Context: an optimization exercise on an open-source flow, tuned for small area, a short achievable clock period and few clock cycles. The choices shown serve that exercise and are no tape-out recipe. Only simulation tests tie the RTL to the original design; equivalence was not proved. Power is estimated from default activity; no workload was simulated.

==> design.v <==
package mem_pkg;
  typedef struct packed {
    logic                   read;
    logic [32-1:0] address;
  } mem_req_t;
  typedef struct packed {
    logic [64-1:0] readdata;
    logic                   readdatavalid;
    logic                   waitrequest;
  } mem_rsp_t;
endpackage
package mvm_pkg;
  localparam int TGT_W = $clog2(8 + 1);
  typedef enum logic [2:0] {
    S_IDLE,
    S_REQ,
    S_WAIT,
    S_PUSH,
    S_CLEAR,
    S_RUN,
    S_DONE
  } load_state_t;
  typedef logic [8-1:0] byte_t;
  typedef logic [24-1:0]  acc_t;
  typedef struct packed {
    logic             valid;
    logic [TGT_W-1:0] target;
    byte_t            data;
  } push_t;
  typedef struct packed {
    logic pop;
    logic clr;
  } lane_ctrl_t;
  typedef logic [6:0] seg_t;
endpackage
`timescale 1ns/1ps
module byte_fifo #(
  parameter int DEPTH = 8
) (
  input  logic           CLOCK_50,
  input  logic           KEY,
  input  logic           wr,
  input  logic           rd,
  input  mvm_pkg::byte_t din,
  output mvm_pkg::byte_t dout,
  output logic           full,
  output logic           empty
);
  localparam int PTR_W = $clog2(DEPTH);
  mvm_pkg::byte_t mem [DEPTH];
  logic [PTR_W:0] wr_ptr;
  logic [PTR_W:0] rd_ptr;
  logic           do_wr;
  logic           do_rd;
  assign empty = (wr_ptr == rd_ptr);
  assign full  = (wr_ptr[PTR_W] != rd_ptr[PTR_W]) &&
                 (wr_ptr[PTR_W-1:0] == rd_ptr[PTR_W-1:0]);
  assign do_wr = wr && !full;
  assign do_rd = rd && !empty;
  always_ff @(posedge CLOCK_50 or negedge KEY) begin
    if (!KEY) begin
      wr_ptr <= '0;
      rd_ptr <= '0;
    end else begin
      if (do_wr) wr_ptr <= wr_ptr + 1'b1;
      if (do_rd) rd_ptr <= rd_ptr + 1'b1;
    end
  end
  always_ff @(posedge CLOCK_50) begin
    if (do_wr) mem[wr_ptr[PTR_W-1:0]] <= din;
    if (do_rd) dout <= mem[rd_ptr[PTR_W-1:0]];
  end
endmodule
`timescale 1ns/1ps
module matrix_loader (
  input  logic                CLOCK_50,
  input  logic                KEY,
  output mem_pkg::mem_req_t   mem_req,
  input  mem_pkg::mem_rsp_t   mem_rsp,
  output mvm_pkg::push_t      push,
  output mvm_pkg::lane_ctrl_t lane_ctrl,
  output logic                done
);
  localparam int CNT_W = $clog2(8);
  localparam logic [mvm_pkg::TGT_W-1:0] LAST_WORD = mvm_pkg::TGT_W'(8);
  localparam logic [CNT_W-1:0]          LAST_BYTE = CNT_W'(8 - 1);
  mvm_pkg::load_state_t          state;
  logic [mvm_pkg::TGT_W-1:0]     word_cnt;
  logic [CNT_W-1:0]              byte_cnt;
  logic [64-1:0]        word_q;
  always_ff @(posedge CLOCK_50 or negedge KEY) begin
    if (!KEY) begin
      state    <= mvm_pkg::S_IDLE;
      word_cnt <= '0;
      byte_cnt <= '0;
      done     <= 1'b0;
    end else begin
      done <= (state == mvm_pkg::S_DONE);
      case (state)
        mvm_pkg::S_IDLE: begin
          state <= mvm_pkg::S_REQ;
        end
        mvm_pkg::S_REQ: begin
          if (!mem_rsp.waitrequest) state <= mvm_pkg::S_WAIT;
        end
        mvm_pkg::S_WAIT: begin
          if (mem_rsp.readdatavalid) begin
            byte_cnt <= '0;
            state    <= mvm_pkg::S_PUSH;
          end
        end
        mvm_pkg::S_PUSH: begin
          byte_cnt <= byte_cnt + 1'b1;
          if (byte_cnt == LAST_BYTE) begin
            if (word_cnt == LAST_WORD) begin
              state <= mvm_pkg::S_CLEAR;
            end else begin
              word_cnt <= word_cnt + 1'b1;
              state    <= mvm_pkg::S_REQ;
            end
          end
        end
        mvm_pkg::S_CLEAR: begin
          byte_cnt <= '0;
          state    <= mvm_pkg::S_RUN;
        end
        mvm_pkg::S_RUN: begin
          byte_cnt <= byte_cnt + 1'b1;
          if (byte_cnt == LAST_BYTE) state <= mvm_pkg::S_DONE;
        end
        mvm_pkg::S_DONE: begin
          state <= mvm_pkg::S_DONE;
        end
        default: begin
          state <= mvm_pkg::S_IDLE;
        end
      endcase
    end
  end
  always_ff @(posedge CLOCK_50) begin
    if (state == mvm_pkg::S_WAIT && mem_rsp.readdatavalid) begin
      word_q <= mem_rsp.readdata;
    end
  end
  assign mem_req.read    = (state == mvm_pkg::S_REQ);
  assign mem_req.address = 32'(word_cnt);
  assign push.valid  = (state == mvm_pkg::S_PUSH);
  assign push.target = word_cnt;
  assign push.data   = word_q[64-1 - byte_cnt*8 -: 8];
  assign lane_ctrl.clr = (state == mvm_pkg::S_CLEAR);
  assign lane_ctrl.pop = (state == mvm_pkg::S_RUN);
endmodule
`timescale 1ns/1ps
module mac_array (
  input  logic                CLOCK_50,
  input  logic                KEY,
  input  mvm_pkg::push_t      push,
  input  mvm_pkg::lane_ctrl_t lane_ctrl,
  output mvm_pkg::acc_t [8-1:0] results
);
  localparam int NFIFO = 8 + 1;
  logic [NFIFO-1:0]    wr;
  logic [NFIFO-1:0]    empty;
  mvm_pkg::byte_t      fifo_out [NFIFO];
  logic [8-1:0] lane_en;
  always_comb begin
    for (int j = 0; j < NFIFO; j++) begin
      wr[j] = push.valid && (push.target == mvm_pkg::TGT_W'(j));
    end
  end
  for (genvar j = 0; j < NFIFO; j++) begin : g_fifo
    byte_fifo u_fifo (
      .CLOCK_50 (CLOCK_50),
      .KEY      (KEY),
      .wr       (wr[j]),
      .rd       (lane_ctrl.pop),
      .din      (push.data),
      .dout     (fifo_out[j]),
      .full     (),
      .empty    (empty[j])
    );
  end
  always_ff @(posedge CLOCK_50 or negedge KEY) begin
    if (!KEY) begin
      lane_en <= '0;
    end else begin
      for (int i = 0; i < 8; i++) begin
        lane_en[i] <= lane_ctrl.pop && !empty[0] && !empty[i+1];
      end
    end
  end
  for (genvar i = 0; i < 8; i++) begin : g_lane
    logic [2*8-1:0] prod;
    mvm_pkg::acc_t            acc_q;
    assign prod = fifo_out[i+1] * fifo_out[0];
    always_ff @(posedge CLOCK_50 or negedge KEY) begin
      if (!KEY) begin
        acc_q <= '0;
      end else if (lane_ctrl.clr) begin
        acc_q <= '0;
      end else if (lane_en[i]) begin
        acc_q <= acc_q + prod;
      end
    end
    assign results[i] = acc_q;
  end
endmodule
`timescale 1ns/1ps
module hex_display (
  input  mvm_pkg::acc_t [8-1:0] results,
  input  logic          done,
  input  logic [9:0]    SW,
  output mvm_pkg::seg_t HEX0,
  output mvm_pkg::seg_t HEX1,
  output mvm_pkg::seg_t HEX2,
  output mvm_pkg::seg_t HEX3,
  output mvm_pkg::seg_t HEX4,
  output mvm_pkg::seg_t HEX5
);
  localparam int NDIG = 24 / 4;
  function automatic mvm_pkg::seg_t seg_of(input logic [3:0] nib);
    case (nib)
      4'h0:    seg_of = 7'b1000000;
      4'h1:    seg_of = 7'b1111001;
      4'h2:    seg_of = 7'b0100100;
      4'h3:    seg_of = 7'b0110000;
      4'h4:    seg_of = 7'b0011001;
      4'h5:    seg_of = 7'b0010010;
      4'h6:    seg_of = 7'b0000010;
      4'h7:    seg_of = 7'b1111000;
      4'h8:    seg_of = 7'b0000000;
      4'h9:    seg_of = 7'b0011000;
      4'ha:    seg_of = 7'b0001000;
      4'hb:    seg_of = 7'b0000011;
      4'hc:    seg_of = 7'b1000110;
      4'hd:    seg_of = 7'b0100001;
      4'he:    seg_of = 7'b0000110;
      default: seg_of = 7'b0001110;
    endcase
  endfunction
  mvm_pkg::acc_t sel_res;
  logic          show;
  mvm_pkg::seg_t digit [NDIG];
  assign sel_res = results[SW[3:1]];
  assign show    = done && SW[0];
  always_comb begin
    for (int d = 0; d < NDIG; d++) begin
      digit[d] = show ? seg_of(sel_res[4*d +: 4]) : 7'b1111111;
    end
  end
  assign HEX0 = digit[0];
  assign HEX1 = digit[1];
  assign HEX2 = digit[2];
  assign HEX3 = digit[3];
  assign HEX4 = digit[4];
  assign HEX5 = digit[5];
endmodule
`timescale 1ns/1ps
module minilab_top (
  input  logic                   CLOCK_50,
  input  logic                   KEY,
  input  logic [9:0]             SW,
  output logic                   LEDR,
  output mvm_pkg::seg_t          HEX0,
  output mvm_pkg::seg_t          HEX1,
  output mvm_pkg::seg_t          HEX2,
  output mvm_pkg::seg_t          HEX3,
  output mvm_pkg::seg_t          HEX4,
  output mvm_pkg::seg_t          HEX5,
  output logic                   mem_read,
  output logic [32-1:0] mem_address,
  input  logic [64-1:0] mem_readdata,
  input  logic                   mem_readdatavalid,
  input  logic                   mem_waitrequest
);
  mem_pkg::mem_req_t   mem_req;
  mem_pkg::mem_rsp_t   mem_rsp;
  mvm_pkg::push_t      push;
  mvm_pkg::lane_ctrl_t lane_ctrl;
  mvm_pkg::acc_t [8-1:0] results;
  logic                done;
  assign mem_read    = mem_req.read;
  assign mem_address = mem_req.address;
  assign mem_rsp.readdata      = mem_readdata;
  assign mem_rsp.readdatavalid = mem_readdatavalid;
  assign mem_rsp.waitrequest   = mem_waitrequest;
  assign LEDR = done;
  matrix_loader u_loader (
    .CLOCK_50  (CLOCK_50),
    .KEY       (KEY),
    .mem_req   (mem_req),
    .mem_rsp   (mem_rsp),
    .push      (push),
    .lane_ctrl (lane_ctrl),
    .done      (done)
  );
  mac_array u_array (
    .CLOCK_50  (CLOCK_50),
    .KEY       (KEY),
    .push      (push),
    .lane_ctrl (lane_ctrl),
    .results   (results)
  );
  hex_display u_display (
    .results (results),
    .done    (done),
    .SW      (SW),
    .HEX0    (HEX0),
    .HEX1    (HEX1),
    .HEX2    (HEX2),
    .HEX3    (HEX3),
    .HEX4    (HEX4),
    .HEX5    (HEX5)
  );
endmodule
==> run.sh <==
#!/bin/bash
# synth_recipe.tcl (not shown) runs the flow's synth.tcl, then flattens the netlist and writes it again
# the make line also repeats each setting of config.mk as NAME=value (left out here)
make -C /OpenROAD-flow-scripts/flow DESIGN_CONFIG=/design/flow/config.mk WORK_HOME=/design/flow/orfs CLKGATE_MAP_FILE= SYNTH_SCRIPT=/design/flow/synth_recipe.tcl finish
==> config.mk <==
export PLATFORM = sky130hd
export DESIGN_NAME = minilab_top
export DESIGN_NICKNAME = minilab_top
export VERILOG_FILES = /design/flow/design.v
export SDC_FILE = /design/flow/constraint.sdc
export NUM_CORES = 4
export LEC_CHECK = 0
export CAP_MARGIN = 20
export CORE_MARGIN = 2
export CORE_UTILIZATION = 40
export SLEW_MARGIN = 20
==> constraint.sdc <==
create_clock -name core_clock -period 8.0 [get_ports {CLOCK_50}]
set_input_delay 1.6000 -clock core_clock [delete_from_list [all_inputs] [get_ports {CLOCK_50}]]
set_output_delay 1.6000 -clock core_clock [all_outputs]
set_load 0.01 [all_outputs]
==> reports/metrics.yaml <==
status: "complete, no violations"
final_core_util_pct: 44.9
fin_nets: 6205
hold_violations: 0
post_dp_cell_area_sq_um: 67500
num_io_pins: 154
grt_pass1_vias: 40500
timing.final.crit_period_ps: 6930
row_count: 146
r2r-start: "u_array.g_fifo[0].u_fifo.dout[2]"
critPathKind: "input port to output port"
ir_worst_vdd_uv: 180
final.period_utilization_pct: 86.6
synthArstFlopShare_pct: 28.4
power_density_nw_per_um2: 150
synth_ff_type: "edfxtp_1"
die_area_sq_um: 163000
first_iter_violations: 2681
ctsResizeCount: 0
cts_tree: "built"
leakagePower_uw: 0.0301
antenna_found_initial: 7
crit_required_ps: 6400
r2r_slack_ps: 2470
vias_per_cell: 5.20
cp_max_fo: 16
drc: 0
cp.arrival_ps: 5330
ys_warn_count: 6
dpl.hpwl_um: 105000
post_cts_buffers: 0
synth_edf_count: 712
clk_pin_slew_ps: 50
cts.sinks: 995
cts_root_buf: "clkbuf_16"
ys_types: 82
setup_viol: 0
syn-cell-area_sq_um: 64000
rsz0062_at_grt: "false"
numCtsBuffers: 106
fin_area_sq_um: 71100
cts_max_level: 3
wire_per_inst_um: 19.8
syn_avg_cell_area_sq_um: 12.2
clk_latency_ps: 750
vias: 39000
fp.dieH_um: 404
cts_max_path_buffers: 3
grt_pass1_wl_um: 234000
io_buffers: 119
hold_class: "register to register"
grt_overflow: 0
area_delta_synth_final_pct: 11.1
ys_ff_latch: 995
finClkSkew_ps: 73.4
drt-pass1-iter-count: 7
die_w_um: 404
core-area_sq_um: 159000
routed_wl_um: 148000
worstMarginPinSlew_ps: 1050
grt_max_degree: 161
startpoint_type: "input port"
cap_violations: 0
synth_sequential_area_ratio_pct: 44.5
r2r_end: "u_array.g_lane[7].acc_q[20]"
drive_gt1_share_pct: 10.9
cts_hold_buf: 0
synth_cells: 5232
final.setup.tns_ps: 0
ant_nets: 0
fmax_mhz: 144
maxSlewViolCount: 0
r2r_cells: 17
grt.total_usage_pct: 18.5
gp_congestion: 0.876
initial_core_util_pct: 40.4
critPathCaptureType: "output port"
crit_start: "SW[1]"
relSlewSlack_pct: 29.5
cp-endpoint: "HEX0[6]"
[routing by layer]
metal	track usage, %	vias to the layer above	wire (um)
met5	0	-	0
met4	5.81	0	4130
met3	3.13	188	8390
met2	29.4	927	68600
met1	25.9	19800	67300
li1	-	18100	-
[Yosys cell counts (29+ instances only)]
library cell / instances / area, sq um
xor2_1: 93 / 815
a21oi_1: 156 / 781
o21a_1: 30 / 225
xnor2_1: 87 / 762
fa_1: 400 / 8010
nor2_1: 242 / 908
ha_1: 387 / 4840
o211ai_1: 31 / 233
o21ai_0: 103 / 515
nand3_1: 51 / 255
clkbuf_1: 130 / 488
nand2_1: 396 / 1490
buf_4: 39 / 293
buf_2: 30 / 150
inv_1: 814 / 3060
a21o_1: 54 / 405
mux2_2: 119 / 1340
a211oi_1: 29 / 218
edfxtp_1: 712 / 21400
nand2b_1: 53 / 332
mux4_2: 188 / 4230
and2_1: 287 / 1800
mux2i_1: 106 / 1060
dfrtp_1: 283 / 7080
nor3_1: 70 / 350
[worst min path at each step]
stage	from	end	slack, ps	cells after the start
6_report	u_array.g_fifo[6].u_fifo.wr_ptr[3]	u_array.g_fifo[6].u_fifo.wr_ptr[3]	480	1
2_1_floorplan	u_array.g_fifo[0].u_fifo.wr_ptr[3]	u_array.g_fifo[0].u_fifo.wr_ptr[3]	460	1
3_5_place_dp	u_array.g_fifo[6].u_fifo.wr_ptr[3]	u_array.g_fifo[6].u_fifo.wr_ptr[3]	480	1
4_1_cts	u_array.g_fifo[0].u_fifo.wr_ptr[3]	u_array.g_fifo[0].u_fifo.wr_ptr[3]	490	1
5_1_grt	u_array.g_fifo[6].u_fifo.wr_ptr[3]	u_array.g_fifo[6].u_fifo.wr_ptr[3]	490	1
3_3_place_gp	u_array.g_fifo[6].u_fifo.wr_ptr[3]	u_array.g_fifo[6].u_fifo.wr_ptr[3]	470	1
[placed cells by master, fill, tap and decap left out, types with 70 or more instances in the layout]
master	netlist	routed
mux4_2	188	188
nor2_1	242	241
fa_1	400	400
nor3_1	70	70
inv_1	814	814
ha_1	387	387
edfxtp_1	712	712
a21oi_1	156	156
xor2_1	93	93
mux2i_1	106	104
and2_1	287	286
dfrtp_1	283	283
xnor2_1	87	87
clkdlybuf4s50_1	0	115
buf_4	39	78
o21ai_0	103	103
nand2_1	396	395
mux2_2	119	119
clkbuf_16	0	106
[critical path, stage by stage]
cell	delay, ps
buf_2	450
buf_4	300
mux4_2	620
mux2i_1	800
inv_1	160
ha_1	290
mux2_2	280
a221o_1	300
clkdlybuf4s50_1	490
[registers in the layout, indices dropped and copies added, names as in the netlist]
| signal | cells |
|---|---|
| u_array.lane_en | 8 |
| u_loader.word_cnt | 4 |
| u_loader.state | 3 |
| u_array.g_fifo.u_fifo.wr_ptr | 36 |
| u_loader.word_q | 64 |
| u_array.g_lane.acc_q | 192 |
| u_array.g_fifo.u_fifo.dout | 72 |
| u_loader.done | 1 |
| u_loader.byte_cnt | 3 |
| u_array.g_fifo.u_fifo.rd_ptr | 36 |
| u_array.g_fifo.u_fifo.mem | 576 |
[layout make-up]
class | instances | area, sq um
sequential | 995 | 28500
timing repair buffer | 209 | 1990
clock inverter | 51 | 661
tap | 2072 | 2590
clock buffer | 151 | 2960
multi-input combinational | 3213 | 31400
inverter | 815 | 3060
fill | 14400 | 87400
antenna | 1 | 2.50
[stage by stage]
step / std cells / hold slack (ps) / total power, uW / setup WS (ps)
final: 7507 / 484 / 10700 / 1070
after global placement: 7300 / 473 / 5720 / 1250
after floorplan: 5259 / 460 / 5640 / 2500
after detailed placement: 7304 / 476 / 5720 / 1170
after global routing: 7506 / 492 / 11000 / 899
after CTS: 7506 / 486 / 10800 / 1190
[cells by family after synthesis]
logic type / count (synthesis) / share of synthesized area [%]
and+or+nand+nor: 1246 / 9.56
buffers and inverters: 1051 / 6.66
DFF: 995 / 44.5
adders and majority gates: 787 / 20.1
AOI/OAI and AO/OA: 531 / 5.36
muxes: 441 / 11.4
xor gates and xnor gates: 180 / 2.46
other: 1 / 0.00586
[power breakdown]
group	internal, uW	switching, uW	leakage (uW)	total (uW)
clock	2950	2140	0.00175	5090
sequential	5480	0	0.0103	5480
combinational	63.8	74.9	0.0181	139
total	8490	2210	0.0301	10700
Testbench counts, summed over its fixed seeds: cycles 15,475.

==> static timing again, ports no longer ideal <==
The results above use ideal ports. As a check the final layout listed here was re-extracted and re-timed, cells and wires unchanged.
Step 1 (the two cells are an assumption about what drives the block):
set clk [get_ports {CLOCK_50}]
set_driving_cell -lib_cell sky130_fd_sc_hd__clkbuf_16 $clk
set_driving_cell -lib_cell sky130_fd_sc_hd__buf_2 [delete_from_list [all_inputs] $clk]
Step 2 adds t to the input delays and takes it off the output delays; t is the mean of the earliest and latest rising clock arrival at the registers after step 1. Input paths then give back, and output paths get back, about the clock's delay inside the block.
Three values: no drivers, after step 1, after step 2; two values: the first two.
shift t [ns]: 0.783
slack for setup (ns): 1.071 / 0.982 / 0.982
hold WS [ns]: 0.484 / 0.484 / 0.484
worst setup path after step 2: input to output
cell pins on the clock port's net: 1
After both steps this run still meets setup and hold. For this run, drivers alone change the setup slack by -0.089 ns; drivers and shift together by -0.089 ns.
